Context: an optimization exercise on an open-source flow, tuned for a short achievable clock period and few clock cycles. The choices shown serve that exercise and are no tape-out recipe. At most, simulation tests tie the RTL to the original design; equivalence was not proved. The RTL of runs 2 to 4 was laid out without a check of its function. Power and IR drop assume default switching activity.

`flow/constraint.sdc`:
```
create_clock -name core_clock -period 7.0 [get_ports {clk}]
set_input_delay 1.4000 -clock core_clock [delete_from_list [all_inputs] [get_ports {clk}]]
set_output_delay 1.4000 -clock core_clock [all_outputs]
set_load 0.01 [all_outputs]
```
`flow/design.v`:
```
package mipsIsaPkg;
    localparam int WORD_W = 32;
    localparam int REG_W = 5;
    localparam logic [5:0] OP_RTYPE = 6'h00;
    localparam logic [5:0] OP_J     = 6'h02;
    localparam logic [5:0] OP_BEQ   = 6'h04;
    localparam logic [5:0] OP_BNE   = 6'h05;
    localparam logic [5:0] OP_ADDIU = 6'h09;
    localparam logic [5:0] OP_ORI   = 6'h0d;
    localparam logic [5:0] OP_LUI   = 6'h0f;
    localparam logic [5:0] OP_LW    = 6'h23;
    localparam logic [5:0] OP_SW    = 6'h2b;
    localparam logic [5:0] FN_ADDU = 6'h21;
    localparam logic [5:0] FN_SUBU = 6'h23;
    localparam logic [5:0] FN_AND  = 6'h24;
    localparam logic [5:0] FN_OR   = 6'h25;
    localparam logic [5:0] FN_SLT  = 6'h2a;
endpackage
`timescale 1ns/1ps
module registerFile (
    input  logic        clk,
    input  logic [4:0]  readReg1,
    input  logic [4:0]  readReg2,
    input  logic [4:0]  writeReg,
    input  logic [31:0] writeData,
    input  logic        regWrite,
    output logic [31:0] readData1,
    output logic [31:0] readData2
);
    logic [31:0] regs [1:31];
    always_ff @(posedge clk) begin
        if (regWrite && writeReg != 5'd0) begin
            regs[writeReg] <= writeData;
        end
    end
    assign readData1 = (readReg1 == 5'd0) ? 32'd0 : regs[readReg1];
    assign readData2 = (readReg2 == 5'd0) ? 32'd0 : regs[readReg2];
endmodule
`timescale 1ns/1ps
module ksAdd #(
    parameter int W = 32
) (
    input  logic [W-1:0] a,
    input  logic [W-1:0] b,
    input  logic         cin,
    output logic [W-1:0] sum,
    output logic         cout
);
    localparam int LV = (W <= 2) ? 1 : (W <= 4) ? 2 : (W <= 8) ? 3 : (W <= 16) ? 4 : (W <= 32) ? 5 : 6;
    logic [(LV+1)*W-1:0] g;
    logic [(LV+1)*W-1:0] p;
    logic [W-1:0]        hp;
    assign hp = a ^ b;
    genvar l, j;
    generate
        for (j = 0; j < W; j++) begin : gInit
            if (j == 0) begin : gLsb
                assign g[j] = (a[0] & b[0]) | (hp[0] & cin);
            end else begin : gBit
                assign g[j] = a[j] & b[j];
            end
            assign p[j] = hp[j];
        end
        for (l = 0; l < LV; l++) begin : gLvl
            for (j = 0; j < W; j++) begin : gCell
                if (j >= (1 << l)) begin : gMerge
                    assign g[(l+1)*W + j] = g[l*W + j] | (p[l*W + j] & g[l*W + j - (1 << l)]);
                    assign p[(l+1)*W + j] = p[l*W + j] & p[l*W + j - (1 << l)];
                end else begin : gPass
                    assign g[(l+1)*W + j] = g[l*W + j];
                    assign p[(l+1)*W + j] = p[l*W + j];
                end
            end
        end
    endgenerate
    assign sum  = hp ^ {g[LV*W +: W-1], cin};
    assign cout = g[LV*W + W-1];
endmodule
`timescale 1ns/1ps
import mipsIsaPkg::*;
module pipeCpu (
    input  logic        clk,
    input  logic        rstN,
    output logic [31:0] pc,
    input  logic [31:0] inst,
    output logic [31:0] dataAddress,
    output logic [31:0] writeMemData,
    output logic        memRead,
    output logic        memWrite,
    input  logic [31:0] readMemData
);
    localparam bit PRED_FWD_BNE = 1'b1;
    logic        validD;
    logic [31:0] instD;
    logic        predD;
    logic [31:0] pcPlus4D;
    logic        regWriteE;
    logic        memReadE;
    logic        memWriteE;
    logic        isBrE;
    logic        flipE;
    logic [7:0]  eqSelE;
    logic [4:0]  writeRegE;
    logic [31:0] aE;
    logic [31:0] bE;
    logic [31:0] tE;
    logic        subE;
    logic        andE;
    logic        orE;
    logic        sltE;
    logic        fwdMemAE;
    logic        fwdWbAE;
    logic        fwdRegAE;
    logic        fwdMemBE;
    logic        fwdWbBE;
    logic        fwdRegBE;
    logic        fwdMemTE;
    logic        fwdWbTE;
    logic        fwdRegTE;
    logic        addE;
    logic [31:0] altPcE;
    logic        regWriteM;
    logic        memReadM;
    logic        memWriteM;
    logic [4:0]  writeRegM;
    logic [31:0] aluM;
    logic [31:0] storeM;
    logic        regWriteW;
    logic [4:0]  writeRegW;
    logic [31:0] wbData;
    logic        redirect;
    logic        stall;
    logic [31:0] pcPlus4F;
    logic        pcIncCo;
    logic [5:0]  opF;
    logic        isJF;
    logic        isBrF;
    logic        predF;
    logic [31:0] jTargetF;
    logic        shortF;
    logic [6:0]  brLoF;
    logic        brLoCo;
    logic [22:0] hiP1F;
    logic [22:0] hiM1F;
    logic        hiP1Co;
    logic        hiM1Co;
    logic [22:0] brHiF;
    logic [31:0] brTargetF;
    logic [31:0] fetchNext;
    ksAdd #(.W(30)) u_pcInc (
        .a    (pc[31:2]),
        .b    (30'd0),
        .cin  (1'b1),
        .sum  (pcPlus4F[31:2]),
        .cout (pcIncCo)
    );
    assign pcPlus4F[1:0] = pc[1:0];
    assign opF      = inst[31:26];
    assign isJF     = (opF == OP_J);
    assign isBrF    = (opF == OP_BEQ) || (opF == OP_BNE);
    assign shortF   = (inst[15:6] == 10'h000) || (inst[15:6] == 10'h3ff);
    assign predF    = isBrF && shortF
                      && ((inst[25:21] == inst[20:16]) ? !opF[0]
                          : (inst[15] || (PRED_FWD_BNE && opF[0])));
    assign jTargetF = {pcPlus4F[31:28], inst[25:0], 2'b00};
    ksAdd #(.W(7)) u_brLo (
        .a    (pc[8:2]),
        .b    (inst[6:0]),
        .cin  (1'b1),
        .sum  (brLoF),
        .cout (brLoCo)
    );
    ksAdd #(.W(23)) u_hiP1 (
        .a    (pc[31:9]),
        .b    (23'd0),
        .cin  (1'b1),
        .sum  (hiP1F),
        .cout (hiP1Co)
    );
    ksAdd #(.W(23)) u_hiM1 (
        .a    (pc[31:9]),
        .b    ({23{1'b1}}),
        .cin  (1'b0),
        .sum  (hiM1F),
        .cout (hiM1Co)
    );
    always_comb begin
        case ({brLoCo, inst[6]})
            2'b10:   brHiF = hiP1F;
            2'b01:   brHiF = hiM1F;
            default: brHiF = pc[31:9];
        endcase
    end
    assign brTargetF = {brHiF, brLoF, 2'b00};
    assign fetchNext = isJF ? jTargetF : predF ? brTargetF : pcPlus4F;
    always_ff @(posedge clk or negedge rstN) begin
        if (!rstN) begin
            pc <= 32'd0;
        end else if (redirect) begin
            pc <= altPcE;
        end else if (!stall) begin
            pc <= fetchNext;
        end
    end
    always_ff @(posedge clk or negedge rstN) begin
        if (!rstN) begin
            validD <= 1'b0;
        end else if (redirect) begin
            validD <= 1'b0;
        end else if (!stall) begin
            validD <= 1'b1;
        end
    end
    always_ff @(posedge clk) begin
        if (!stall) begin
            instD    <= inst;
            predD    <= predF;
            pcPlus4D <= pcPlus4F;
        end
    end
    logic [5:0]  opD;
    logic [5:0]  fnD;
    logic [4:0]  rsD;
    logic [4:0]  rtD;
    logic        known;
    logic        usesRs;
    logic        usesRt;
    logic        useImm;
    logic        writes;
    logic        writeRd;
    logic        memReadD;
    logic        memWriteD;
    logic        isBrD;
    logic        subD;
    logic        andD;
    logic        orD;
    logic        sltD;
    logic [31:0] immD;
    logic [4:0]  srcA;
    logic [4:0]  srcT;
    logic [4:0]  srcB;
    logic [4:0]  writeRegD;
    logic        regWriteD;
    logic [31:0] rf1;
    logic [31:0] rf2;
    logic [31:0] rsValD;
    logic [31:0] rtValD;
    logic [31:0] wbNext;
    logic [29:0] brTargetD;
    logic        brTargetCo;
    assign opD = instD[31:26];
    assign fnD = instD[5:0];
    assign rsD = instD[25:21];
    assign rtD = instD[20:16];
    always_comb begin
        known     = 1'b1;
        usesRs    = 1'b1;
        usesRt    = 1'b0;
        useImm    = 1'b0;
        writes    = 1'b0;
        writeRd   = 1'b0;
        memReadD  = 1'b0;
        memWriteD = 1'b0;
        isBrD     = 1'b0;
        subD      = 1'b0;
        andD      = 1'b0;
        orD       = 1'b0;
        sltD      = 1'b0;
        immD      = {{16{instD[15]}}, instD[15:0]};
        case (opD)
            OP_RTYPE: begin
                usesRt  = 1'b1;
                writes  = 1'b1;
                writeRd = 1'b1;
                case (fnD)
                    FN_ADDU: ;
                    FN_SUBU: subD = 1'b1;
                    FN_AND:  andD = 1'b1;
                    FN_OR:   orD  = 1'b1;
                    FN_SLT: begin
                        subD = 1'b1;
                        sltD = 1'b1;
                    end
                    default: known = 1'b0;
                endcase
            end
            OP_ADDIU: begin
                useImm = 1'b1;
                writes = 1'b1;
            end
            OP_ORI: begin
                useImm = 1'b1;
                writes = 1'b1;
                orD    = 1'b1;
                immD   = {16'd0, instD[15:0]};
            end
            OP_LUI: begin
                usesRs = 1'b0;
                useImm = 1'b1;
                writes = 1'b1;
                immD   = {instD[15:0], 16'd0};
            end
            OP_LW: begin
                useImm   = 1'b1;
                writes   = 1'b1;
                memReadD = 1'b1;
            end
            OP_SW: begin
                usesRt    = 1'b1;
                useImm    = 1'b1;
                memWriteD = 1'b1;
            end
            OP_BEQ, OP_BNE: begin
                usesRt = 1'b1;
                isBrD  = 1'b1;
            end
            default: known = 1'b0;
        endcase
        if (!validD || !known) begin
            usesRs    = 1'b0;
            usesRt    = 1'b0;
            writes    = 1'b0;
            memReadD  = 1'b0;
            memWriteD = 1'b0;
            isBrD     = 1'b0;
        end
    end
    ksAdd #(.W(30)) u_brFull (
        .a    (pcPlus4D[31:2]),
        .b    ({{14{instD[15]}}, instD[15:0]}),
        .cin  (1'b0),
        .sum  (brTargetD),
        .cout (brTargetCo)
    );
    assign srcA      = usesRs ? rsD : 5'd0;
    assign srcT      = usesRt ? rtD : 5'd0;
    assign srcB      = useImm ? 5'd0 : srcT;
    assign writeRegD = writeRd ? instD[15:11] : rtD;
    assign regWriteD = writes && (writeRegD != 5'd0);
    registerFile u_registerFile (
        .clk       (clk),
        .readReg1  (rsD),
        .readReg2  (rtD),
        .writeReg  (writeRegW),
        .writeData (wbData),
        .regWrite  (regWriteW),
        .readData1 (rf1),
        .readData2 (rf2)
    );
    assign rsValD = (regWriteW && writeRegW == rsD) ? wbData : rf1;
    assign rtValD = (regWriteW && writeRegW == rtD) ? wbData : rf2;
    assign stall = memReadE && regWriteE
                   && ((srcA != 5'd0 && srcA == writeRegE) || (srcT != 5'd0 && srcT == writeRegE));
    always_ff @(posedge clk or negedge rstN) begin
        if (!rstN) begin
            regWriteE <= 1'b0;
            memReadE  <= 1'b0;
            memWriteE <= 1'b0;
            isBrE     <= 1'b0;
        end else if (redirect || stall) begin
            regWriteE <= 1'b0;
            memReadE  <= 1'b0;
            memWriteE <= 1'b0;
            isBrE     <= 1'b0;
        end else begin
            regWriteE <= regWriteD;
            memReadE  <= memReadD;
            memWriteE <= memWriteD;
            isBrE     <= isBrD;
        end
    end
    logic fMemA, fWbA, fMemB, fWbB, fMemT, fWbT;
    assign fMemA = (srcA != 5'd0) && regWriteE && (writeRegE == srcA);
    assign fWbA  = (srcA != 5'd0) && regWriteM && (writeRegM == srcA);
    assign fMemB = (srcB != 5'd0) && regWriteE && (writeRegE == srcB);
    assign fWbB  = (srcB != 5'd0) && regWriteM && (writeRegM == srcB);
    assign fMemT = (srcT != 5'd0) && regWriteE && (writeRegE == srcT);
    assign fWbT  = (srcT != 5'd0) && regWriteM && (writeRegM == srcT);
    logic fwA, frA, fwB, frB;
    assign fwA = fWbA && !fMemA;
    assign frA = !fMemA && !fWbA;
    assign fwB = fWbB && !fMemB;
    assign frB = !fMemB && !fWbB;
    always_ff @(posedge clk) begin
        flipE     <= opD[0] ^ predD;
        eqSelE[0] <= (fMemA && fMemB) || (fwA && fwB);
        eqSelE[1] <= (fMemA && fwB) || (fwA && fMemB);
        eqSelE[2] <= fMemA && frB;
        eqSelE[3] <= fwA && frB;
        eqSelE[4] <= frA && fMemB;
        eqSelE[5] <= frA && fwB;
        eqSelE[6] <= frA && frB;
        eqSelE[7] <= 1'b0;
        writeRegE <= writeRegD;
        aE        <= (opD == OP_LUI) ? 32'd0 : rsValD;
        bE        <= useImm ? immD : rtValD;
        tE        <= rtValD;
        subE      <= subD;
        andE      <= andD;
        orE       <= orD;
        sltE      <= sltD;
        fwdMemAE  <= fMemA;
        fwdWbAE   <= fWbA && !fMemA;
        fwdRegAE  <= !fMemA && !fWbA;
        fwdMemBE  <= fMemB;
        fwdWbBE   <= fWbB && !fMemB;
        fwdRegBE  <= !fMemB && !fWbB;
        fwdMemTE  <= fMemT;
        fwdWbTE   <= fWbT && !fMemT;
        fwdRegTE  <= !fMemT && !fWbT;
        addE      <= !andD && !orD && !sltD;
        altPcE    <= predD ? pcPlus4D : {brTargetD, 2'b00};
    end
    logic [31:0] aV;
    logic [31:0] bV;
    logic [31:0] tV;
    logic [31:0] sum;
    logic        sumCo;
    logic        lt;
    logic [31:0] aluOut;
    logic        taken;
    assign aV = ({32{fwdMemAE}} & aluM) | ({32{fwdWbAE}} & wbData) | ({32{fwdRegAE}} & aE);
    assign bV = ({32{fwdMemBE}} & aluM) | ({32{fwdWbBE}} & wbData) | ({32{fwdRegBE}} & bE);
    assign tV = ({32{fwdMemTE}} & aluM) | ({32{fwdWbTE}} & wbData) | ({32{fwdRegTE}} & tE);
    ksAdd #(.W(32)) u_alu (
        .a    (aV),
        .b    (bV ^ {32{subE}}),
        .cin  (subE),
        .sum  (sum),
        .cout (sumCo)
    );
    assign lt = (aV[31] != bV[31]) ? aV[31] : sum[31];
    assign aluOut = ({32{andE}} & (aV & bV)) | ({32{orE}} & (aV | bV))
                    | ({32{addE}} & sum) | {31'd0, sltE & lt};
    logic [7:0] eqPair;
    assign eqPair[0] = 1'b1;
    assign eqPair[1] = (aluM == wbData);
    assign eqPair[2] = (aluM == bE);
    assign eqPair[3] = (wbData == bE);
    assign eqPair[4] = (aE == aluM);
    assign eqPair[5] = (aE == wbData);
    assign eqPair[6] = (aE == bE);
    assign eqPair[7] = 1'b0;
    assign taken    = |(eqSelE & eqPair);
    assign redirect = isBrE && (taken != flipE);
    always_ff @(posedge clk or negedge rstN) begin
        if (!rstN) begin
            regWriteM <= 1'b0;
            memReadM  <= 1'b0;
            memWriteM <= 1'b0;
        end else begin
            regWriteM <= regWriteE;
            memReadM  <= memReadE;
            memWriteM <= memWriteE;
        end
    end
    always_ff @(posedge clk) begin
        writeRegM <= writeRegE;
        aluM      <= aluOut;
        storeM    <= tV;
    end
    assign dataAddress  = aluM;
    assign writeMemData = storeM;
    assign memRead      = memReadM;
    assign memWrite     = memWriteM;
    assign wbNext = memReadM ? readMemData : aluM;
    always_ff @(posedge clk or negedge rstN) begin
        if (!rstN) begin
            regWriteW <= 1'b0;
        end else begin
            regWriteW <= regWriteM;
        end
    end
    always_ff @(posedge clk) begin
        writeRegW <= writeRegM;
        wbData    <= wbNext;
    end
endmodule
```
`flow/config.mk`:
```
export PLATFORM = sky130hd
export DESIGN_NAME = pipeCpu
export DESIGN_NICKNAME = pipeCpu
export VERILOG_FILES = /design/flow/design.v
export SDC_FILE = /design/flow/constraint.sdc
export NUM_CORES = 4
export LEC_CHECK = 0
export ABC_CLOCK_PERIOD_IN_PS = 2500
export CAP_MARGIN = 20
export CORE_MARGIN = 2
export CORE_UTILIZATION = 40
export PLACE_DENSITY = 0.6
export SETUP_SLACK_MARGIN = 4.2
export SLEW_MARGIN = 20
export TNS_END_PERCENT = 100
```
`flow/run.sh`:
```
#!/bin/bash
# synth_recipe.tcl (not shown) runs the flow's synth.tcl, then flattens the netlist and writes it again
# the make line also repeats each setting of config.mk as NAME=value (left out here)
make -C /OpenROAD-flow-scripts/flow DESIGN_CONFIG=/design/flow/config.mk WORK_HOME=/design/flow/orfs CLKGATE_MAP_FILE= SYNTH_SCRIPT=/design/flow/synth_recipe.tcl finish
```
==> results.toml, run 1 <==
[floorplanning]
io_pins = 164
die_x_um = 416.3
core_um2 = 169100
die_height_um = 416.3
die_area_um2 = 173300
initial_core_util_pct = 40.22
rows = 151

[routing]
drt_wl_total_um = 254900
vias = 48638
avgRoutedWirePerCell_um = 33.71
drc_errors = 0
vias_per_cell = 6.431
drt_iter0_markers = 7685
drt.antenna.violating_nets = 0
first_pass_iters = 9

[power]
p_leak_nw = 30.09
ir_drop_mv = 0.2343
p_per_area_nw_per_um2 = 316.9

[critical_path]
cp_slowest_cell = "dfxtp_2"
arrival_ns = 4.19
crit-reg2reg-launch = "fwdRegBE"
cpLargestDelayFamily = "compound AO/OA/AOI/OAI gates"
r2r_cells = 15
path_cells = "buf_12, a222oi_1, buf_4, xnor2_1, ha_2, and3_4, a221o_1, a21o_1, a22o_1, o21ai_4, a21oi_4, buf_4, xor2_1, a222oi_1, inv_1"
reg2reg_slack_ns = 3.49
crit_start = "fwdRegBE"
endpoint_kind = "flip-flop"
critical_path_required_ns = 7.68
cp.depth = 15
crit_buf_inv = 4
crit_path_max_incr_delay_ns = 0.35
r2r_end = "aluM[23]"
path_max_fanout = 16
worstSetupPathType = "flip-flop to flip-flop"
cp-endpoint = "aluM[23]"
start_kind = "flip-flop"

[grt]
antenna_found_initial = 14
grt_pass1_wl_um = 352600
grt_use_total_pct = 28.64
grt_pass1_vias = 46693
overflow = 0
grt_start_max_net_pins = 121

[clock_network]
cts_hold_buf = 0
clk_latency_ns = 0.82
cts_buffers = 154
cts_tree = "built"
cts.sinks = 1369
root_buffer = "clkbuf_16"
clkTransAtPathRegs_ns = 0.06
htreeDepth = 4
clk_path_buf_depth = 3

[synth]
netlist_area_um2 = 68010
synth.distinct_cells = 93
synth_cells = 4665
synth_ff_type = "edfxtp_1"
synth_edf_count = 1057
ys_warn_count = 2
avgSynthCellArea_um2 = 14.58
synthArstFlopShare_pct = 2.995
synth_seq_area_share_pct = 56.16
syn_nets = 4805
ys_ff_latch = 1369

[cells_and_area]
final_cell_mix = "1,057 x edfxtp_1, 559 x mux4_2, 401 x buf_4"
largest_reg_flops = 992
final_nets = 5354
seqCellArea_um2 = 38510
multi_input_area_um2 = 30190
synthToLayoutAreaGrowth_pct = 25.38
top_register = "u_registerFile.regs"
drive_gt1_share_pct = 37.31
final_cells = 7563
fill_cells = 13876
final_common_cell = "edfxtp_1"

[placed_design]
dpl.hpwl_um = 142500
dp.cells = 6774
portBuffers = 163
gp_congestion = 0.9828

[run]
cap_viol_max_count = 0

[status]
status = "timing/DRC/antenna clean"

[timing]
maxSlewViolCount = 0
rsz0062_at_grt = "true"
setup-tns-final_ns = 0
period_minus_slack_ns = 3.505
slew_headroom_pct = 24.48
period_share_pct = 50.07
setup_viol = 0
fmax_ghz = 0.2853
worstMarginPinSlew_ns = 1.133
skew_ns = 0.03521
hold_viol = 0

[hold_path]
hp-class = "flip-flop to flip-flop"
min_from = "memWriteE"
==> final cells by class <==
cell class                 instances  area share [%]
multi-input combinational       2789           35.41
clock buffer                     213           5.072
sequential                      1369           45.17
antenna                            8         0.02348
timing repair inverter             4         0.03522
clock inverter                    66          0.6560
timing repair buffer             763           9.751
inverter                         133          0.6281
tap                             2218           3.255
==> cells in the mapped netlist (all sizes together), types with 14 or more instances <==
library cell | count | area (µm²)
edfxtp | 1057 | 31740
mux4 | 559 | 12590
nor2 | 315 | 1192
dfxtp | 271 | 5425
clkbuf | 256 | 960.9
nand2 | 243 | 914.6
a21oi | 214 | 1079
xnor2 | 168 | 1471
xor2 | 165 | 1445
mux2i | 146 | 1461
inv | 133 | 499.2
buf | 122 | 564.3
o21ai | 121 | 609.3
a222oi | 97 | 970.9
ha | 71 | 888.4
mux2 | 67 | 754.5
a211oi | 65 | 493.0
nand3 | 54 | 275.3
nor3 | 47 | 235.2
a21o | 46 | 345.3
nor4 | 43 | 281.5
dfrtp | 41 | 1026
nand4 | 40 | 250.2
and3 | 23 | 143.9
a22oi | 22 | 165.2
nand2b | 19 | 118.9
a31oi | 18 | 112.6
o31ai | 17 | 127.6
o211ai | 14 | 105.1
o22ai | 14 | 93.84
==> timing repair <==
action                     in CTS  in global routing
gates cloned                   42                 11
setup endpoints to repair     946                306
pin swaps                     161                 90
buffers inserted              368                 80
resized for setup            1028                156
==> per-layer routing <==
layer / GRT usage (%) / vias up / share of wire (%)
met5: 0 / - / 0.0075
met4: 14.23 / 2 / 5.7
met3: 6.165 / 679 / 11
met2: 43.77 / 3169 / 45
met1: 38.78 / 25143 / 38
li1: - / 19645 / -
==> logic make-up (layout without fill, tap and decap cells) <==
group,after synthesis,after routing,synth area share [%]
adders and majority gates,74,74,1.395
other,0,8,0
buffers and inverters,511,1179,2.977
xor gates and xnor gates,333,333,4.289
AOI/OAI and AO/OA,737,738,7.481
DFF,1369,1369,56.16
and+or+nand+nor,869,872,5.928
muxes,772,772,21.77
==> where the power goes <==
part           switching (W)  internal (W)  total (W)  leakage [nW]
clock network        0.00342       0.00449    0.00791          2.37
logic                0.00440       0.00343    0.00784          15.3
registers            0.00104        0.0102     0.0113          12.4
==> per-stage QoR <==
| stage | setup slack [ns] | utilization, % | instance area, µm² | hold WS (ns) | total power, W |
|---|---|---|---|---|---|
| CTS | 3.570 | 49.52 | 83740 | 0.3473 | 0.02641 |
| global placement | 1.739 | 42.95 | 72630 | 0.3392 | 0.01667 |
| finish | 3.495 | 50.42 | 85260 | 0.3481 | 0.02702 |
| global route | 3.373 | 50.42 | 85250 | 0.3730 | 0.02773 |
| detailed placement | 1.732 | 42.98 | 72680 | 0.3347 | 0.01675 |
| floorplan | 3.403 | - | 68800 | 0.3312 | 0.01442 |
==> worst min-delay path by stage <==
stage          depth (start not counted)  slack [ns]         to
2_1_floorplan                          0        0.33  memWriteM
3_3_place_gp                           0        0.34  memWriteM
3_5_place_dp                           0        0.33  memWriteM
4_1_cts                                0        0.35  memWriteM
5_1_grt                                0        0.37  memWriteM
6_report                               0        0.35  memWriteM
Testbench counts, summed over its fixed seeds: cycles 14,105.
==> run 2, diff against run 1 <==
--- a/flow/design.v
+++ b/flow/design.v
@@ -99,7 +99,7 @@
     logic        memWriteE;
     logic        isBrE;
     logic        flipE;
-    logic [7:0]  eqSelE;
+    logic [3:0]  eqSelE;
     logic [4:0]  writeRegE;
     logic [31:0] aE;
     logic [31:0] bE;
@@ -109,14 +109,8 @@
     logic        orE;
     logic        sltE;
     logic        fwdMemAE;
-    logic        fwdWbAE;
-    logic        fwdRegAE;
     logic        fwdMemBE;
-    logic        fwdWbBE;
-    logic        fwdRegBE;
     logic        fwdMemTE;
-    logic        fwdWbTE;
-    logic        fwdRegTE;
     logic        addE;
     logic [31:0] altPcE;
     logic        regWriteM;
@@ -347,8 +341,10 @@
         .readData1 (rf1),
         .readData2 (rf2)
     );
-    assign rsValD = (regWriteW && writeRegW == rsD) ? wbData : rf1;
-    assign rtValD = (regWriteW && writeRegW == rtD) ? wbData : rf2;
+    assign rsValD = (regWriteM && writeRegM == rsD) ? wbNext
+                  : (regWriteW && writeRegW == rsD) ? wbData : rf1;
+    assign rtValD = (regWriteM && writeRegM == rtD) ? wbNext
+                  : (regWriteW && writeRegW == rtD) ? wbData : rf2;
     assign stall = memReadE && regWriteE
                    && ((srcA != 5'd0 && srcA == writeRegE) || (srcT != 5'd0 && srcT == writeRegE));
     always_ff @(posedge clk or negedge rstN) begin
@@ -369,45 +365,27 @@
             isBrE     <= isBrD;
         end
     end
-    logic fMemA, fWbA, fMemB, fWbB, fMemT, fWbT;
+    logic fMemA, fMemB, fMemT;
     assign fMemA = (srcA != 5'd0) && regWriteE && (writeRegE == srcA);
-    assign fWbA  = (srcA != 5'd0) && regWriteM && (writeRegM == srcA);
     assign fMemB = (srcB != 5'd0) && regWriteE && (writeRegE == srcB);
-    assign fWbB  = (srcB != 5'd0) && regWriteM && (writeRegM == srcB);
     assign fMemT = (srcT != 5'd0) && regWriteE && (writeRegE == srcT);
-    assign fWbT  = (srcT != 5'd0) && regWriteM && (writeRegM == srcT);
-    logic fwA, frA, fwB, frB;
-    assign fwA = fWbA && !fMemA;
-    assign frA = !fMemA && !fWbA;
-    assign fwB = fWbB && !fMemB;
-    assign frB = !fMemB && !fWbB;
     always_ff @(posedge clk) begin
         flipE     <= opD[0] ^ predD;
-        eqSelE[0] <= (fMemA && fMemB) || (fwA && fwB);
-        eqSelE[1] <= (fMemA && fwB) || (fwA && fMemB);
-        eqSelE[2] <= fMemA && frB;
-        eqSelE[3] <= fwA && frB;
-        eqSelE[4] <= frA && fMemB;
-        eqSelE[5] <= frA && fwB;
-        eqSelE[6] <= frA && frB;
-        eqSelE[7] <= 1'b0;
+        eqSelE[0] <= fMemA && fMemT;
+        eqSelE[1] <= fMemA && !fMemT;
+        eqSelE[2] <= !fMemA && fMemT;
+        eqSelE[3] <= !fMemA && !fMemT;
         writeRegE <= writeRegD;
         aE        <= (opD == OP_LUI) ? 32'd0 : rsValD;
-        bE        <= useImm ? immD : rtValD;
+        bE        <= useImm ? immD : (rtValD ^ {32{subD}});
         tE        <= rtValD;
         subE      <= subD;
         andE      <= andD;
         orE       <= orD;
         sltE      <= sltD;
         fwdMemAE  <= fMemA;
-        fwdWbAE   <= fWbA && !fMemA;
-        fwdRegAE  <= !fMemA && !fWbA;
         fwdMemBE  <= fMemB;
-        fwdWbBE   <= fWbB && !fMemB;
-        fwdRegBE  <= !fMemB && !fWbB;
         fwdMemTE  <= fMemT;
-        fwdWbTE   <= fWbT && !fMemT;
-        fwdRegTE  <= !fMemT && !fWbT;
         addE      <= !andD && !orD && !sltD;
         altPcE    <= predD ? pcPlus4D : {brTargetD, 2'b00};
     end
@@ -419,28 +397,24 @@
     logic        lt;
     logic [31:0] aluOut;
     logic        taken;
-    assign aV = ({32{fwdMemAE}} & aluM) | ({32{fwdWbAE}} & wbData) | ({32{fwdRegAE}} & aE);
-    assign bV = ({32{fwdMemBE}} & aluM) | ({32{fwdWbBE}} & wbData) | ({32{fwdRegBE}} & bE);
-    assign tV = ({32{fwdMemTE}} & aluM) | ({32{fwdWbTE}} & wbData) | ({32{fwdRegTE}} & tE);
+    assign aV = fwdMemAE ? aluM : aE;
+    assign bV = fwdMemBE ? (aluM ^ {32{subE}}) : bE;
+    assign tV = fwdMemTE ? aluM : tE;
     ksAdd #(.W(32)) u_alu (
         .a    (aV),
-        .b    (bV ^ {32{subE}}),
+        .b    (bV),
         .cin  (subE),
         .sum  (sum),
         .cout (sumCo)
     );
-    assign lt = (aV[31] != bV[31]) ? aV[31] : sum[31];
+    assign lt = (aV[31] == bV[31]) ? aV[31] : sum[31];
     assign aluOut = ({32{andE}} & (aV & bV)) | ({32{orE}} & (aV | bV))
                     | ({32{addE}} & sum) | {31'd0, sltE & lt};
-    logic [7:0] eqPair;
+    logic [3:0] eqPair;
     assign eqPair[0] = 1'b1;
-    assign eqPair[1] = (aluM == wbData);
-    assign eqPair[2] = (aluM == bE);
-    assign eqPair[3] = (wbData == bE);
-    assign eqPair[4] = (aE == aluM);
-    assign eqPair[5] = (aE == wbData);
-    assign eqPair[6] = (aE == bE);
-    assign eqPair[7] = 1'b0;
+    assign eqPair[1] = (aluM == tE);
+    assign eqPair[2] = (aE == aluM);
+    assign eqPair[3] = (aE == tE);
     assign taken    = |(eqSelE & eqPair);
     assign redirect = isBrE && (taken != flipE);
     always_ff @(posedge clk or negedge rstN) begin
==> run 2 against run 1 <==
  * Still clean on timing, DRC and antenna
  * Count of clock-buffer cells in the layout decreased by 27
  * Utilization increased by 0.80 points
  * Critical path depth decreased by 2
  * Maximum frequency increased by 0.71%
  * Non-clock buffer count decreased by 32
  * Clock power decreased by 2.9%
  * Combinational power decreased by 26%
  * Power decreased by 7.7%
  * Cell area increased by 0.46%
  * Global-route usage decreased by 1.7 points
==> results.toml, run 2 <==
[synth]
synth.distinct_cells = 88
synth_top_area_share_pct = 47.10
netlist_area_um2 = 67390
synthTopCellsByArea = "edfxtp_1 47%, mux4_2 18%, dfxtp_1 7.8%"
synth_largest_area_cell = "edfxtp_1"
synthArstFlopShare_pct = 3.015
synth_commonest_cells = "1,057 x edfxtp_1, 545 x mux4_2, 324 x nor2_1"
yosysMostFrequentCell = "edfxtp_1"
synth_cells = 4579
avgSynthCellArea_um2 = 14.72
ys_ff_latch = 1360
synth_ff_type = "edfxtp_1"
syn_nets = 4752
synth_edf_count = 1057
ys_warn_count = 2
synth_seq_area_share_pct = 56.41

[cells_and_area]
final_common_cell = "edfxtp_1"
drive_gt1_share_pct = 38.34
final_nets = 5290
final_cell_mix = "1,057 x edfxtp_1, 545 x mux4_2, 302 x buf_4"
design_area_um2 = 85660
largest_reg_flops = 992
top_register = "u_registerFile.regs"
synthToLayoutAreaGrowth_pct = 27.11
fin_util_pct = 51.22
fill_cells = 13524

[timing]
period_minus_slack_ns = 3.480
setup_viol = 0
period_share_pct = 49.72
slew_headroom_pct = 18.07
skew_ns = 0.03391
setup-tns-final_ns = 0
hold_viol = 0
fmax_ghz = 0.2873
maxSlewViolCount = 0
rsz0062_at_grt = "true"
worstMarginPinSlew_ns = 1.227

[clock_network]
clk_latency_ns = 0.81
cts_buffers = 148
cts_tree = "built"
clkTransAtPathRegs_ns = 0.07
htreeDepth = 4
cts.sinks = 1360
cts_hold_buf = 0
root_buffer = "clkbuf_16"
clk_path_buf_depth = 3

[critical_path]
endpoint_kind = "flip-flop"
cpLargestDelayFamily = "simple AND/OR/NAND/NOR gates"
start_kind = "flip-flop"
arrival_ns = 4.17
crit_path_max_incr_delay_ns = 0.66
crit_start = "instD[29]"
crit_top_cell = "buf_6"
worstSetupPathType = "flip-flop to flip-flop"
r2r_end = "pc[9]"
reg2reg_slack_ns = 3.52
path_max_fanout = 7
critical_path_required_ns = 7.69
crit_buf_inv = 4
crit-reg2reg-launch = "instD[29]"
cp_slowest_cell = "or4_4"
r2r_cells = 13
path_cells = "nor4_4, nand4b_4, a21oi_4, buf_6, o21a_1, a221oi_2, buf_4, buf_6, or4_4, buf_12, nand3_4, o21ai_2, o22a_1"

[routing]
first_pass_iters = 5
vias = 46761
drc_errors = 0
vias_per_cell = 6.282
avgRoutedWirePerCell_um = 32.38
drt_wl_total_um = 241000
drt_iter0_markers = 6022
drt.antenna.violating_nets = 0

[status]
status = "timing/DRC/antenna clean"

[grt]
grt_use_total_pct = 26.91
grt_pass1_vias = 45542
grt_pass1_wl_um = 333800
overflow = 0
antenna_found_initial = 7
grt_start_max_net_pins = 76

[power]
p_per_area_nw_per_um2 = 291.1
ir_drop_mv = 0.2973
p_leak_nw = 29.85

[run]
cap_viol_max_count = 0

[floorplanning]
initial_core_util_pct = 40.30
die_height_um = 414.5
rows = 150
io_pins = 164
die_area_um2 = 171800
die_x_um = 414.5
core_um2 = 167200

[hold_path]
min_from = "writeRegM[3]"
hp-class = "flip-flop to flip-flop"
hold_depth = 0
whs_endpoint = "writeRegW[3]"

[placed_design]
portBuffers = 163
dpl_cell_area_um2 = 72070
gp_congestion = 0.9503
dpl.hpwl_um = 130800
## run 2: power breakdown
| part | total, W | internal [W] | leakage [nW] | switching (W) |
|---|---|---|---|---|
| sequential | 0.0114 | 0.0102 | 12.3 | 0.00125 |
| combinational | 0.00583 | 0.00269 | 15.3 | 0.00314 |
| clock | 0.00768 | 0.00425 | 2.30 | 0.00343 |
| total | 0.0249 | 0.0171 | 29.8 | 0.00782 |
## run 2: cell families (layout without fill, tap and decap cells)
family	count (synthesis)	after routing	share of synthesized area (%)
buf+inv	478	1126	2.774
compound gates	751	752	7.468
fa+ha+maj	107	107	2.031
xor+xnor	266	266	3.457
other cells	0	5	0
flops	1360	1360	56.41
mux	799	799	22.11
simple gates	818	825	5.750
## run 2: metrics by stage
stage | setup WS, ns | power (W) | hold WS [ns] | instances
floorplan | 1.181 | 0.01390 | 0.3290 | 4579
global placement | 1.761 | 0.01583 | 0.3898 | 6691
detailed placement | 1.756 | 0.01591 | 0.3851 | 6691
CTS | 3.484 | 0.02452 | 0.4037 | 7303
global route | 3.430 | 0.02571 | 0.4038 | 7442
finish | 3.520 | 0.02494 | 0.3960 | 7444
## run 2: area by class of cell
type	count	area, µm²	area share (%)
Clock buffer	186	4043	4.720
Multi-Input combinational cell	2749	30510	35.62
Antenna cell	5	12.51	0.01461
Timing Repair inverter	1	8.758	0.01023
Inverter	126	489.2	0.5711
Clock inverter	82	675.6	0.7888
Tap cell	2204	2758	3.219
Timing Repair Buffer	731	8932	10.43
Sequential cell	1360	38230	44.63
## run 2: worst max path at each step
stage | to | cells after the start
2_1_floorplan | pc[8] | 8
3_3_place_gp | pc[28] | 12
3_5_place_dp | pc[28] | 12
4_1_cts | aluM[22] | 15
5_1_grt | pc[8] | 14
6_report | pc[9] | 13
## run 2: worst reg2reg max path, cell delays in order (launching register included)
cell,delay [ns]
edfxtp_1,0.50
nor4_4,0.44
nand4b_4,0.18
a21oi_4,0.31
buf_6,0.16
o21a_1,0.15
a221oi_2,0.07
buf_4,0.17
buf_6,0.12
or4_4,0.66
buf_12,0.19
nand3_4,0.19
o21ai_2,0.08
o22a_1,0.16
## run 2: what timing repair did
action / 4_1_cts / 5_1_grt
endpoints found under the setup margin: 504 / 287
pin swaps: 136 / 142
gates cloned: 63 / 26
resized for setup: 1027 / 231
buffers inserted: 281 / 110
## run 2: metal layers
metal / GRT usage (%) / vias up / part of all wire, %
met1: 34.84 / 24180 / 37
met2: 43.70 / 2639 / 48
met5: 0 / - / 0
met3: 4.989 / 637 / 9.1
met4: 13.05 / 0 / 5.9
li1: - / 19305 / -
==> run 3, diff against run 2 <==
--- a/flow/config.mk
+++ b/flow/config.mk
@@ -10,6 +10,6 @@
 export CORE_MARGIN = 2
 export CORE_UTILIZATION = 40
 export PLACE_DENSITY = 0.6
-export SETUP_SLACK_MARGIN = 4.2
+export SETUP_SLACK_MARGIN = 3.8
 export SLEW_MARGIN = 20
 export TNS_END_PERCENT = 100
==> run 3 against run 2 <==
  * Still clean on timing, DRC and antenna
  * Die area unchanged
  * Non-clock buffer count shrank 220
  * Worst hold slack lost 0.012 ns
  * Largest cell class unchanged
==> results.toml, run 3 <==
[placed_design]
dpl.hpwl_um = 131000
dpl_cell_area_um2 = 71870
dp.cells = 6693
gp_congestion = 0.9297
place_ws_ns = 1.689
portBuffers = 163

[synth]
synth_ff_type = "edfxtp_1"
ys_warn_count = 2
ys_ff_latch = 1360
synthArstFlopShare_pct = 3.015
netlist_area_um2 = 67390
yosysMostFrequentCell = "edfxtp_1"
synth.distinct_cells = 88
syn_nets = 4752
avgSynthCellArea_um2 = 14.72
synth_commonest_cells = "1,057 x edfxtp_1, 545 x mux4_2, 324 x nor2_1"
synth_largest_area_cell = "edfxtp_1"
synth_edf_count = 1057
synthTopCellsByArea = "edfxtp_1 47%, mux4_2 18%, dfxtp_1 7.8%"
synth_cells = 4579
synth_seq_area_share_pct = 56.41
synth_top_area_share_pct = 47.10

[power]
ir_drop_mv = 0.2879
p_per_area_nw_per_um2 = 298.1
p_leak_nw = 27.89

[clock_network]
clkTransAtPathRegs_ns = 0.06
htreeDepth = 4
cts_hold_buf = 0
clk_latency_ns = 0.82
cts_tree = "built"
cts_buffers = 143
cts.sinks = 1360
clk_path_buf_depth = 3
root_buffer = "clkbuf_16"

[timing]
rsz0062_at_grt = "true"
worstMarginPinSlew_ns = 1.155
skew_ns = 0.03287
period_share_pct = 49.58
timing.hold.ws_ns = 0.3838
setup-tns-final_ns = 0
maxSlewViolCount = 0
hold_viol = 0
fmax_ghz = 0.2881
period_minus_slack_ns = 3.470
slew_headroom_pct = 22.88
fin_ws_ns = 3.530
setup_viol = 0

[routing]
drt_iter0_markers = 5885
drt.antenna.violating_nets = 0
vias_per_cell = 6.255
drt_wl_total_um = 227100
vias = 45076
drc_errors = 0
first_pass_iters = 10
avgRoutedWirePerCell_um = 31.52

[floorplanning]
io_pins = 164
core_um2 = 167200
initial_core_util_pct = 40.30
die_height_um = 414.5
rows = 150
die_x_um = 414.5
die_area_um2 = 171800

[cells_and_area]
seqCellArea_um2 = 38240
top_register = "u_registerFile.regs"
final_nets = 5060
multi_input_area_um2 = 29460
final_common_cell = "edfxtp_1"
drive_gt1_share_pct = 31.14
design_area_um2 = 81150
final_cell_mix = "1,057 x edfxtp_1, 545 x mux4_2, 296 x nor2_1"
synthToLayoutAreaGrowth_pct = 20.42
largest_reg_flops = 992
fill_cells = 14066
final_cells = 7206

[critical_path]
crit-reg2reg-launch = "subE"
critical_path_required_ns = 7.70
endpoint_kind = "flip-flop"
path_max_fanout = 5
worstSetupPathType = "flip-flop to flip-flop"
crit_start = "subE"
arrival_ns = 4.17
start_kind = "flip-flop"

[grt]
overflow = 0
grt_pass1_vias = 44115
grt_pass1_wl_um = 319600
grt_start_max_net_pins = 87
grt_use_total_pct = 25.66
antenna_found_initial = 5

[hold_path]
hp-class = "flip-flop to flip-flop"
min_from = "writeRegM[3]"

[run]
cap_viol_max_count = 0

[status]
status = "timing/DRC/antenna clean"
==> run 3: cell counts after synthesis <==
No cell type changed its count.
==> run 3: kinds of logic (layout without fill, tap and decap cells) <==
group	after synthesis	after routing	synth area share, %
adders and majority gates	107	107	2.031
AOI/OAI and AO/OA	751	751	7.468
xor gates and xnor gates	266	266	3.457
muxes	799	799	22.11
buffers and inverters	478	895	2.774
and+or+nand+nor	818	822	5.750
other	0	2	0
DFF	1360	1360	56.41
==> run 3: critical path, stage by stage, from the launching register on <==
cell and delay, ns:
dfxtp_4 0.37, buf_12 0.14, xnor2_2 0.14, a21oi_2 0.12
fa_2 0.39, inv_2 0.07, fa_2 0.22, nor2b_2 0.05
o31a_1 0.26, o211ai_1 0.28, a21oi_2 0.13, o41a_1 0.52
nand4_1 0.17, nand2_1 0.08, xor2_1 0.15, a221o_1 0.28
==> run 3: what timing repair did <==
item,in CTS,in global routing
pin swaps,63,97
setup buffers,150,75
gates cloned,16,12
endpoints found under the setup margin,321,186
gates resized for setup,379,228
hold endpoints to repair,0,0
==> run 3: per-layer routing <==
metal  part of all wire (%)  global-route usage, %  vias up
met5                 0.0057                      0        -
met4                    4.7                  10.80        2
met3                    8.1                  4.150      490
met1                     39                  33.99    23413
li1                       -                      -    18773
met2                     48                  42.01     2398
==> run 3: final timing paths <==
path	cells after the start	slack, ns	end
max	15	3.53	aluM[22]
min in group asynchronous	2	0.71	pc[1]
max in group asynchronous	2	5.74	memReadM
max reg2reg	15	3.53	aluM[22]
min reg2reg	0	0.38	writeRegW[3]
min	0	0.38	writeRegW[3]
==> run 3: power by group <==
group | total (W) | switching (W) | internal, W
Combinational | 0.00483 | 0.00261 | 0.00223
Clock | 0.00773 | 0.00336 | 0.00437
Sequential | 0.0116 | 0.00144 | 0.0102
Total | 0.0242 | 0.00740 | 0.0168
==> run 3: cell type report <==
class | instances | area share, %
diodes | 2 | 0.006168
clock inverters | 64 | 0.8743
inverters | 126 | 0.5875
clock buffers | 194 | 4.953
repair buffers | 511 | 6.750
well taps | 2204 | 3.398
flip-flops and latches | 1360 | 47.13
multi-input cells | 2745 | 36.30
==> run 3: metrics by stage <==
step,power [W],utilization (%)
after floorplan,0.01384,-
after global routing,0.02500,48.52
after global placement,0.01571,42.98
after detailed placement,0.01580,42.98
final,0.02419,48.53
after CTS,0.02395,47.46
==> run 4, diff against run 3 <==
--- a/flow/design.v
+++ b/flow/design.v
@@ -99,7 +99,6 @@
     logic        memWriteE;
     logic        isBrE;
     logic        flipE;
-    logic [3:0]  eqSelE;
     logic [4:0]  writeRegE;
     logic [31:0] aE;
     logic [31:0] bE;
@@ -108,9 +107,6 @@
     logic        andE;
     logic        orE;
     logic        sltE;
-    logic        fwdMemAE;
-    logic        fwdMemBE;
-    logic        fwdMemTE;
     logic        addE;
     logic [31:0] altPcE;
     logic        regWriteM;
@@ -124,6 +120,7 @@
     logic [31:0] wbData;
     logic        redirect;
     logic        stall;
+    logic [31:0] aluOut;
     logic [31:0] pcPlus4F;
     logic        pcIncCo;
     logic [5:0]  opF;
@@ -371,21 +368,15 @@
     assign fMemT = (srcT != 5'd0) && regWriteE && (writeRegE == srcT);
     always_ff @(posedge clk) begin
         flipE     <= opD[0] ^ predD;
-        eqSelE[0] <= fMemA && fMemT;
-        eqSelE[1] <= fMemA && !fMemT;
-        eqSelE[2] <= !fMemA && fMemT;
-        eqSelE[3] <= !fMemA && !fMemT;
         writeRegE <= writeRegD;
-        aE        <= (opD == OP_LUI) ? 32'd0 : rsValD;
-        bE        <= useImm ? immD : (rtValD ^ {32{subD}});
-        tE        <= rtValD;
+        aE        <= fMemA ? aluOut : (opD == OP_LUI) ? 32'd0 : rsValD;
+        bE        <= fMemB ? (aluOut ^ {32{subD}})
+                     : useImm ? immD : (rtValD ^ {32{subD}});
+        tE        <= fMemT ? aluOut : rtValD;
         subE      <= subD;
         andE      <= andD;
         orE       <= orD;
         sltE      <= sltD;
-        fwdMemAE  <= fMemA;
-        fwdMemBE  <= fMemB;
-        fwdMemTE  <= fMemT;
         addE      <= !andD && !orD && !sltD;
         altPcE    <= predD ? pcPlus4D : {brTargetD, 2'b00};
     end
@@ -395,11 +386,10 @@
     logic [31:0] sum;
     logic        sumCo;
     logic        lt;
-    logic [31:0] aluOut;
     logic        taken;
-    assign aV = fwdMemAE ? aluM : aE;
-    assign bV = fwdMemBE ? (aluM ^ {32{subE}}) : bE;
-    assign tV = fwdMemTE ? aluM : tE;
+    assign aV = aE;
+    assign bV = bE;
+    assign tV = tE;
     ksAdd #(.W(32)) u_alu (
         .a    (aV),
         .b    (bV),
@@ -410,12 +400,7 @@
     assign lt = (aV[31] == bV[31]) ? aV[31] : sum[31];
     assign aluOut = ({32{andE}} & (aV & bV)) | ({32{orE}} & (aV | bV))
                     | ({32{addE}} & sum) | {31'd0, sltE & lt};
-    logic [3:0] eqPair;
-    assign eqPair[0] = 1'b1;
-    assign eqPair[1] = (aluM == tE);
-    assign eqPair[2] = (aE == aluM);
-    assign eqPair[3] = (aE == tE);
-    assign taken    = |(eqSelE & eqPair);
+    assign taken    = (aV == tV);
     assign redirect = isBrE && (taken != flipE);
     always_ff @(posedge clk or negedge rstN) begin
         if (!rstN) begin
--- a/flow/config.mk
+++ b/flow/config.mk
@@ -10,6 +10,6 @@
 export CORE_MARGIN = 2
 export CORE_UTILIZATION = 40
 export PLACE_DENSITY = 0.6
-export SETUP_SLACK_MARGIN = 3.8
+export SETUP_SLACK_MARGIN = 4.2
 export SLEW_MARGIN = 20
 export TNS_END_PERCENT = 100
==> run 4 against run 3 <==
  * Still clean
  * Worst setup slack improved by 0.11 ns
  * Sequential power about the same
  * Die area decreased by 2.1%
  * Power increased by 4.4%
  * First-iteration DRC count increased by 15%
  * Global-route usage increased by 2.8 points
  * Via count increased by 6.4%
  * Sequential share of layout area decreased by 2.2 points
  * Register-to-register slack improved by 0.11 ns
  * Critical path type unchanged
  * Highest routed layer unchanged
==> results.toml, run 4 <==
[status]
status = "timing/DRC/antenna clean"

[hold_path]
hold_depth = 0
min_from = "tE[21]"
whs_endpoint = "storeM[21]"
hp-class = "flip-flop to flip-flop"

[cells_and_area]
final_cell_mix = "1,057 x edfxtp_1, 498 x mux4_2, 324 x buf_4"
design_area_um2 = 84790
top_register = "u_registerFile.regs"
fill_cells = 13370
fin_util_pct = 51.56
largest_reg_flops = 992
n_antenna_cell = 0
synthToLayoutAreaGrowth_pct = 28.51
final_nets = 5295
drive_gt1_share_pct = 39.34
final_common_cell = "edfxtp_1"

[critical_path]
worstSetupPathType = "flip-flop to flip-flop"
r2r_end = "bE[24]"
path_cells = "inv_2, fa_2, inv_2, fa_2, a21oi_4, o22ai_4, nor4_4, buf_4, o21ai_4, nand3_2, a21boi_2, or3_1, a31o_4, a221o_1, a22oi_1"
endpoint_kind = "flip-flop"
r2r_cells = 15
path_max_fanout = 3
start_kind = "flip-flop"
cp_slowest_cell = "fa_2"
crit-reg2reg-launch = "aE[0]"
reg2reg_slack_ns = 3.64
critical_path_required_ns = 7.71
crit_path_max_incr_delay_ns = 0.43
arrival_ns = 4.07

[clock_network]
cts_tree = "built"
clk_latency_ns = 0.80
clk_path_buf_depth = 3
htreeDepth = 4
cts_buffers = 144
cts.sinks = 1353
cts_hold_buf = 0
clkTransAtPathRegs_ns = 0.07
root_buffer = "clkbuf_16"

[synth]
synthTopCellsByArea = "edfxtp_1 48%, mux4_2 17%, dfxtp_1 7.7%"
netlist_area_um2 = 65980
synth_top_area_share_pct = 48.11
avgSynthCellArea_um2 = 14.44
synth_edf_count = 1057
syn_nets = 4741
synth_largest_area_cell = "edfxtp_1"
ys_ff_latch = 1353
ys_warn_count = 2
yosysMostFrequentCell = "edfxtp_1"
synthArstFlopShare_pct = 3.030
synth_commonest_cells = "1,057 x edfxtp_1, 498 x mux4_2, 287 x nor2_1"
synth_ff_type = "edfxtp_1"
synth_cells = 4568
synth_seq_area_share_pct = 57.40
synth.distinct_cells = 87

[grt]
grt_use_total_pct = 28.43
antenna_found_initial = 5
overflow = 0
grt_pass1_vias = 46338
grt_start_max_net_pins = 104
grt_pass1_wl_um = 342900

[power]
power_frac_clock_pct = 31.3
power_frac_seq_pct = 45.3
p_sw_share_pct = 31.18
share_comb_of_total_power_pct = 23.4
total_power_w = 0.02526
p_int_w = 0.01739
switchingPower_w = 0.007877
p_leak_nw = 29.69
ir_drop_mv = 0.2978
p_per_area_nw_per_um2 = 298.0

[routing]
vias = 47982
first_pass_iters = 6
drt_iter0_markers = 6797
drt.antenna.violating_nets = 0
drt_wl_total_um = 244600
drc_errors = 0
vias_per_cell = 6.458
avgRoutedWirePerCell_um = 32.92

[floorplanning]
die_x_um = 410.1
die_area_um2 = 168200
io_pins = 164
core_um2 = 164400
initial_core_util_pct = 40.12
die_height_um = 410.1
rows = 149

[timing]
period_share_pct = 48.03
setup_viol = 0
fmax_ghz = 0.2974
rsz0062_at_grt = "true"
setup-tns-final_ns = 0
hold_viol = 0
slew_headroom_pct = 20.56
period_minus_slack_ns = 3.362
worstMarginPinSlew_ns = 1.190
maxSlewViolCount = 0
skew_ns = 0.02640

[placed_design]
portBuffers = 163
gp_congestion = 0.9396
dpl_cell_area_um2 = 70550
dpl.hpwl_um = 130300

[run]
cap_viol_max_count = 0
-- run 4: cell count changes after synthesis, moves of 28 or more --
cell and change:
nand3_1 -28, xor2_1 -73, o22ai_1 +36, xnor2_1 -39
a21oi_1 +49, nand2_1 +116, a221oi_1 +43, mux4_2 -47
nor2_1 -37
-- run 4: kinds of logic (layout without fill, tap and decap cells) --
| logic type | after synthesis | after routing | share of synthesized area (%) |
|---|---|---|---|
| buffers and inverters | 473 | 1140 | 2.877 |
| muxes | 707 | 707 | 20.26 |
| DFF | 1353 | 1353 | 57.40 |
| and+or+nand+nor | 902 | 906 | 6.404 |
| AOI/OAI and AO/OA | 872 | 874 | 8.934 |
| xor gates and xnor gates | 154 | 154 | 2.044 |
| adders and majority gates | 107 | 107 | 2.075 |
-- run 4: metrics by stage --
step | setup WS [ns] | instances | hold WS (ns)
6_report | 3.638 | 7430 | 0.3463
5_1_grt | 3.554 | 7430 | 0.3524
4_1_cts | 3.684 | 7330 | 0.3479
3_5_place_dp | 1.638 | 6686 | 0.3546
3_3_place_gp | 1.664 | 6686 | 0.3546
2_1_floorplan | 3.457 | 4568 | 0.3312
-- run 4: repair_timing --
action,CTS,global route
setup buffers,313,93
cloned,66,7
pin swaps,181,119
gates resized for setup,1113,279
endpoints found under the setup margin,836,353
-- run 4: worst max-delay path: cells and delay by family, from the launching register on --
kind                     cells  cell delay (ns)
buffers and inverters        3             0.32
flip-flops                   1             0.36
AND/OR/NAND/NOR              3             0.74
AO/OA/AOI/OAI                7             1.18
adder cells (fa/ha/maj)      2             0.67
-- run 4: layout make-up --
class	count	area [µm²]	area share, %
Clock buffer	188	4028	4.750
Sequential cell	1353	38080	44.91
Multi-Input combinational cell	2748	29870	35.22
Timing Repair Buffer	732	8668	10.22
Clock inverter	77	818.3	0.9651
Tap cell	2189	2739	3.230
Inverter	143	591.8	0.6980
-- run 4: per-layer routing --
layer | track usage [%] | routed length [µm] | vias to the layer above
li1 | - | - | 19332
met1 | 38.66 | 93520 | 24797
met2 | 44.18 | 112000 | 3212
met3 | 5.755 | 26610 | 637
met4 | 12.72 | 12450 | 4
met5 | 0 | 24 | -
-- run 4: worst max-delay path by stage --
stage / start / to / slack (ns) / cells past startpoint
after floorplan: inst[1] / pc[17] / 3.46 / 12
after global placement: inst[1] / pc[17] / 1.66 / 13
after detailed placement: inst[1] / pc[17] / 1.64 / 13
after CTS: aE[0] / bE[0] / 3.68 / 12
after global routing: aE[0] / bE[24] / 3.55 / 15
final: aE[0] / bE[24] / 3.64 / 15
-- run 4: power groups by stage --
stage / Clock [W] / Sequential (W) / Combinational [W]
global route: 0.00827 / 0.0115 / 0.00620
global placement: 0 / 0.0116 / 0.00398
CTS: 0.00796 / 0.0114 / 0.00534
finish: 0.00791 / 0.0114 / 0.00592
floorplan: 0 / 0.0110 / 0.00255
detailed placement: 0 / 0.0116 / 0.00400
==> run 5, diff against run 4 <==
--- a/flow/design.v
+++ b/flow/design.v
@@ -94,6 +94,9 @@
     logic [31:0] instD;
     logic        predD;
     logic [31:0] pcPlus4D;
+    logic [4:0]  srcAD;
+    logic [4:0]  srcTD;
+    logic [4:0]  srcBD;
     logic        regWriteE;
     logic        memReadE;
     logic        memWriteE;
@@ -183,6 +186,23 @@
         endcase
     end
     assign brTargetF = {brHiF, brLoF, 2'b00};
+    logic        rtypeF;
+    logic        usesRsF;
+    logic        usesRtF;
+    logic        rtAsBF;
+    logic [4:0]  srcAF;
+    logic [4:0]  srcTF;
+    logic [4:0]  srcBF;
+    assign rtypeF  = (opF == OP_RTYPE)
+                     && (inst[5:0] == FN_ADDU || inst[5:0] == FN_SUBU || inst[5:0] == FN_AND
+                         || inst[5:0] == FN_OR || inst[5:0] == FN_SLT);
+    assign usesRsF = rtypeF || isBrF || opF == OP_ADDIU || opF == OP_ORI
+                     || opF == OP_LW || opF == OP_SW;
+    assign rtAsBF  = rtypeF || isBrF;
+    assign usesRtF = rtAsBF || opF == OP_SW;
+    assign srcAF   = usesRsF ? inst[25:21] : 5'd0;
+    assign srcTF   = usesRtF ? inst[20:16] : 5'd0;
+    assign srcBF   = rtAsBF ? inst[20:16] : 5'd0;
     assign fetchNext = isJF ? jTargetF : predF ? brTargetF : pcPlus4F;
     always_ff @(posedge clk or negedge rstN) begin
         if (!rstN) begin
@@ -207,6 +227,9 @@
             instD    <= inst;
             predD    <= predF;
             pcPlus4D <= pcPlus4F;
+            srcAD    <= srcAF;
+            srcTD    <= srcTF;
+            srcBD    <= srcBF;
         end
     end
     logic [5:0]  opD;
@@ -214,8 +237,6 @@
     logic [4:0]  rsD;
     logic [4:0]  rtD;
     logic        known;
-    logic        usesRs;
-    logic        usesRt;
     logic        useImm;
     logic        writes;
     logic        writeRd;
@@ -245,8 +266,6 @@
     assign rtD = instD[20:16];
     always_comb begin
         known     = 1'b1;
-        usesRs    = 1'b1;
-        usesRt    = 1'b0;
         useImm    = 1'b0;
         writes    = 1'b0;
         writeRd   = 1'b0;
@@ -260,7 +279,6 @@
         immD      = {{16{instD[15]}}, instD[15:0]};
         case (opD)
             OP_RTYPE: begin
-                usesRt  = 1'b1;
                 writes  = 1'b1;
                 writeRd = 1'b1;
                 case (fnD)
@@ -286,7 +304,6 @@
                 immD   = {16'd0, instD[15:0]};
             end
             OP_LUI: begin
-                usesRs = 1'b0;
                 useImm = 1'b1;
                 writes = 1'b1;
                 immD   = {instD[15:0], 16'd0};
@@ -297,19 +314,15 @@
                 memReadD = 1'b1;
             end
             OP_SW: begin
-                usesRt    = 1'b1;
                 useImm    = 1'b1;
                 memWriteD = 1'b1;
             end
             OP_BEQ, OP_BNE: begin
-                usesRt = 1'b1;
                 isBrD  = 1'b1;
             end
             default: known = 1'b0;
         endcase
         if (!validD || !known) begin
-            usesRs    = 1'b0;
-            usesRt    = 1'b0;
             writes    = 1'b0;
             memReadD  = 1'b0;
             memWriteD = 1'b0;
@@ -323,9 +336,9 @@
         .sum  (brTargetD),
         .cout (brTargetCo)
     );
-    assign srcA      = usesRs ? rsD : 5'd0;
-    assign srcT      = usesRt ? rtD : 5'd0;
-    assign srcB      = useImm ? 5'd0 : srcT;
+    assign srcA      = validD ? srcAD : 5'd0;
+    assign srcT      = validD ? srcTD : 5'd0;
+    assign srcB      = validD ? srcBD : 5'd0;
     assign writeRegD = writeRd ? instD[15:11] : rtD;
     assign regWriteD = writes && (writeRegD != 5'd0);
     registerFile u_registerFile (
--- a/flow/config.mk
+++ b/flow/config.mk
@@ -8,8 +8,8 @@
 export ABC_CLOCK_PERIOD_IN_PS = 2500
 export CAP_MARGIN = 20
 export CORE_MARGIN = 2
-export CORE_UTILIZATION = 40
-export PLACE_DENSITY = 0.6
+export CORE_UTILIZATION = 55
+export PLACE_DENSITY = 0.7
 export SETUP_SLACK_MARGIN = 4.2
 export SLEW_MARGIN = 20
 export TNS_END_PERCENT = 100
==> run 5 against run 4 <==
  * Still clean on timing, DRC and antenna
  * Non-clock buffer count rose by 21
  * Register-to-register slack improved by 0.17 ns
  * Combinational power rose by 1%
  * Clock power barely moved
  * Power fell by 0.17%
  * Global-route usage rose by 8.1 points
  * Sequential share of layout area rose by 0.22 points
  * Via count rose by 2.6%
  * Critical endpoint is now pc[17]
  * Largest cell class unchanged
  * Largest power group unchanged
==> results.toml, run 5 <==
[timing]
fin_ws_ns = 3.782
period_minus_slack_ns = 3.218
setup-tns-final_ns = 0
rsz0062_at_grt = "true"
period_share_pct = 45.98
timing.hold.ws_ns = 0.3600
maxSlewViolCount = 0
fmax_ghz = 0.3107
skew_ns = 0.03729
slew_headroom_pct = 20.39
worstMarginPinSlew_ns = 1.192
setup_viol = 0
hold_viol = 0

[placed_design]
dpl.hpwl_um = 124600
gp_congestion = 0.9804
portBuffers = 163
place_ws_ns = 2.058

[synth]
ys_warn_count = 2
synth_fa_ha_area_share_pct = 2.044
avgSynthCellArea_um2 = 14.79
syn_nets = 4701
synth_top_family_by_area = "multiplexers"
synth_top_area_share_pct = 48.07
netlist_area_um2 = 66960
synth_ff_type = "edfxtp_1"
synth_edf_count = 1072
synth_compound_area_share_pct = 8.633
synthTopCellsByArea = "edfxtp_1 48%, mux4_2 18%, dfxtp_1 7.6%"
synthArstFlopShare_pct = 2.997
synth.distinct_cells = 93
synth_xor_area_share_pct = 1.923
yosysMostFrequentCell = "edfxtp_1"
synth_cells = 4528
synth_largest_area_cell = "edfxtp_1"
synth_seq_area_share_pct = 57.23
synth_commonest_cells = "1,072 x edfxtp_1, 523 x mux4_2, 255 x dfxtp_1"
ys_ff_latch = 1368
muxShareOfSynthArea_pct = 21.45
synth-simple-area-share_pct = 5.789

[cells_and_area]
fin_util_pct = 70.30
synthToLayoutAreaGrowth_pct = 27.28
multi_input_area_um2 = 30370
drive_gt1_share_pct = 39.66
final_cell_mix = "1,072 x edfxtp_1, 523 x mux4_2, 327 x buf_4"
top_register = "u_registerFile.regs"
largest_reg_flops = 992
fill_cells = 7512
seqCellArea_um2 = 38460
final_nets = 5297
final_common_cell = "edfxtp_1"

[clock_network]
clkTransAtPathRegs_ns = 0.06
cts_tree = "built"
htreeDepth = 4
cts.sinks = 1368
cts_buffers = 144
cts_hold_buf = 0
clk_latency_ns = 0.78
root_buffer = "clkbuf_16"
clk_path_buf_depth = 3

[power]
p_leak_nw = 30.20
ir_drop_mv = 0.2842
total_power_w = 0.02522
p_per_area_nw_per_um2 = 295.9

[floorplanning]
initial_core_util_pct = 55.23
die_area_um2 = 124600
die_height_um = 352.9
rows = 128
core_um2 = 121200
die_x_um = 352.9
io_pins = 164

[critical_path]
path_max_fanout = 6
arrival_ns = 3.87
endpoint_kind = "flip-flop"
worstSetupPathType = "primary input to flip-flop"
critical_path_required_ns = 7.65
start_kind = "primary input"

[grt]
grt_use_total_pct = 36.56
grt_pass1_wl_um = 328500
grt_start_max_net_pins = 75
antenna_found_initial = 4
overflow = 0
grt_pass1_vias = 47291

[routing]
drt.antenna.violating_nets = 0
drt_iter0_markers = 8109
wl_met3_um = 30110
first_pass_iters = 8
avgRoutedWirePerCell_um = 34.97
vias_per_cell = 7.166
vias = 49231
top_layer = "met4"
met1_length_um = 82150
drt_wl_total_um = 240300
met2_length_um = 109700
drc_errors = 0

[run]
cap_viol_max_count = 0

[hold_path]
hp-class = "flip-flop to flip-flop"

[status]
status = "timing/DRC/antenna clean"
==> run 5: cell count changes after synthesis, sizes merged, moves of 27 or more <==
cell,delta
a21oi,-48
nor4,-37
clkbuf,-43
a32o,-27
o21ai,+42
nand2,-29
nor2,-58
==> run 5: critical path, cell delays in order <==
cell and delay (ns):
dlygate4sd2_1 0.45, xnor2_1 0.17, nand2_1 0.13, o21a_1 0.21, a211o_2 0.38, buf_12 0.17, inv_12 0.07, nand2_4 0.05
or4_4 0.48, a21o_1 0.19, o211ai_1 0.07, o21ai_1 0.09
==> run 5: repair_timing <==
item / 4_1_cts / 5_1_grt
setup buffers: 294 / 141
endpoints found under the setup margin: 539 / 366
cloned: 54 / 17
endpoints found under the hold margin: 0 / 0
gates resized for setup: 1009 / 323
pin swaps: 221 / 162
==> run 5: final cells by class <==
| class | instances | area share [%] |
|---|---|---|
| sequential | 1368 | 45.12 |
| antenna | 3 | 0.008809 |
| tap | 1625 | 2.386 |
| clock buffer | 186 | 4.702 |
| multi-input combinational | 2708 | 35.63 |
| timing repair buffer | 753 | 10.40 |
| clock inverter | 78 | 0.9998 |
| inverter | 145 | 0.6886 |
| timing repair inverter | 4 | 0.06166 |
==> run 5: cell families after synthesis <==
logic type / Yosys count
muxes: 772
and+or+nand+nor: 814
xor gates and xnor gates: 147
AOI/OAI and AO/OA: 863
adders and majority gates: 107
DFF: 1368
buffers and inverters: 457
==> run 5: worst paths after layout <==
check / start / end / slack, ns / cells after the start
max in group asynchronous: rstN / pc[13] / 5.76 / 2
hold reg to reg: memWriteE / memWriteM / 0.36 / 0
setup reg to reg: pc[12] / pc[27] / 3.81 / 12
hold / removal: memWriteE / memWriteM / 0.36 / 0
setup / recovery: inst[17] / pc[17] / 3.78 / 12
min in group asynchronous: rstN / regWriteM / 0.74 / 2
==> run 5: report_power, final <==
group / internal (W) / leakage [nW] / switching, W
sequential: 0.0102 / 12.4 / 0.00111
clock: 0.00462 / 2.40 / 0.00333
combinational: 0.00266 / 15.4 / 0.00332
total: 0.0175 / 30.2 / 0.00776
==> run 5: stage by stage <==
step                      cells  instance area (µm²)
after floorplan            4528                67300
after global placement     6094                70560
after detailed placement   6095                70580
after CTS                  6707                82270
after global routing       6867                85220
final                      6870                85220
==> run 5: per-layer routing <==
layer | GRT usage (%) | vias up
met5 | 0 | -
li1 | - | 19369
met3 | 7.612 | 979
met4 | 21.74 | 0
met2 | 56.09 | 4113
met1 | 48.63 | 24770
Testbench counts of run 5, summed over its fixed seeds: cycles 14,105.

[port drivers added, routing unchanged]
Ports are ideal in the flow. The routed layouts listed here were re-timed in OpenROAD.
Step 1 assumes that a clkbuf_16 drives the clock port and a buf_2 every other input.
Step 2 times the ports against the registers' clock, not the clock port: input delays grow and output delays shrink by t, the midpoint of the rising clock arrivals with the driver on.
Slacks: no drivers / after step 1 / after step 2; pairs: no drivers / after step 1.
run | shift t [ns] | setup slack, ns | hold WS [ns] | worst slew at a driven data input, ns
run 1 | 0.891 | 3.495 / 3.495 / 3.090 | 0.348 / 0.348 / 0.348 | 0.14
run 2 | 0.888 | 3.520 / 3.520 / 2.790 | 0.396 / 0.396 / 0.396 | 0.10
run 3 | 0.881 | 3.530 / 3.530 / 2.901 | 0.384 / 0.384 / 0.384 | 0.09
run 4 | 0.876 | 3.638 / 3.638 / 2.908 | 0.346 / 0.346 / 0.346 | 0.07
run 5 | 0.843 | 3.782 / 3.806 / 2.963 | 0.360 / 0.360 / 0.360 | 0.10
After both steps setup and hold are still met in every run listed. For run 5, which loses most, drivers alone change the setup slack by +0.024 ns; drivers and shift together by -0.819 ns.
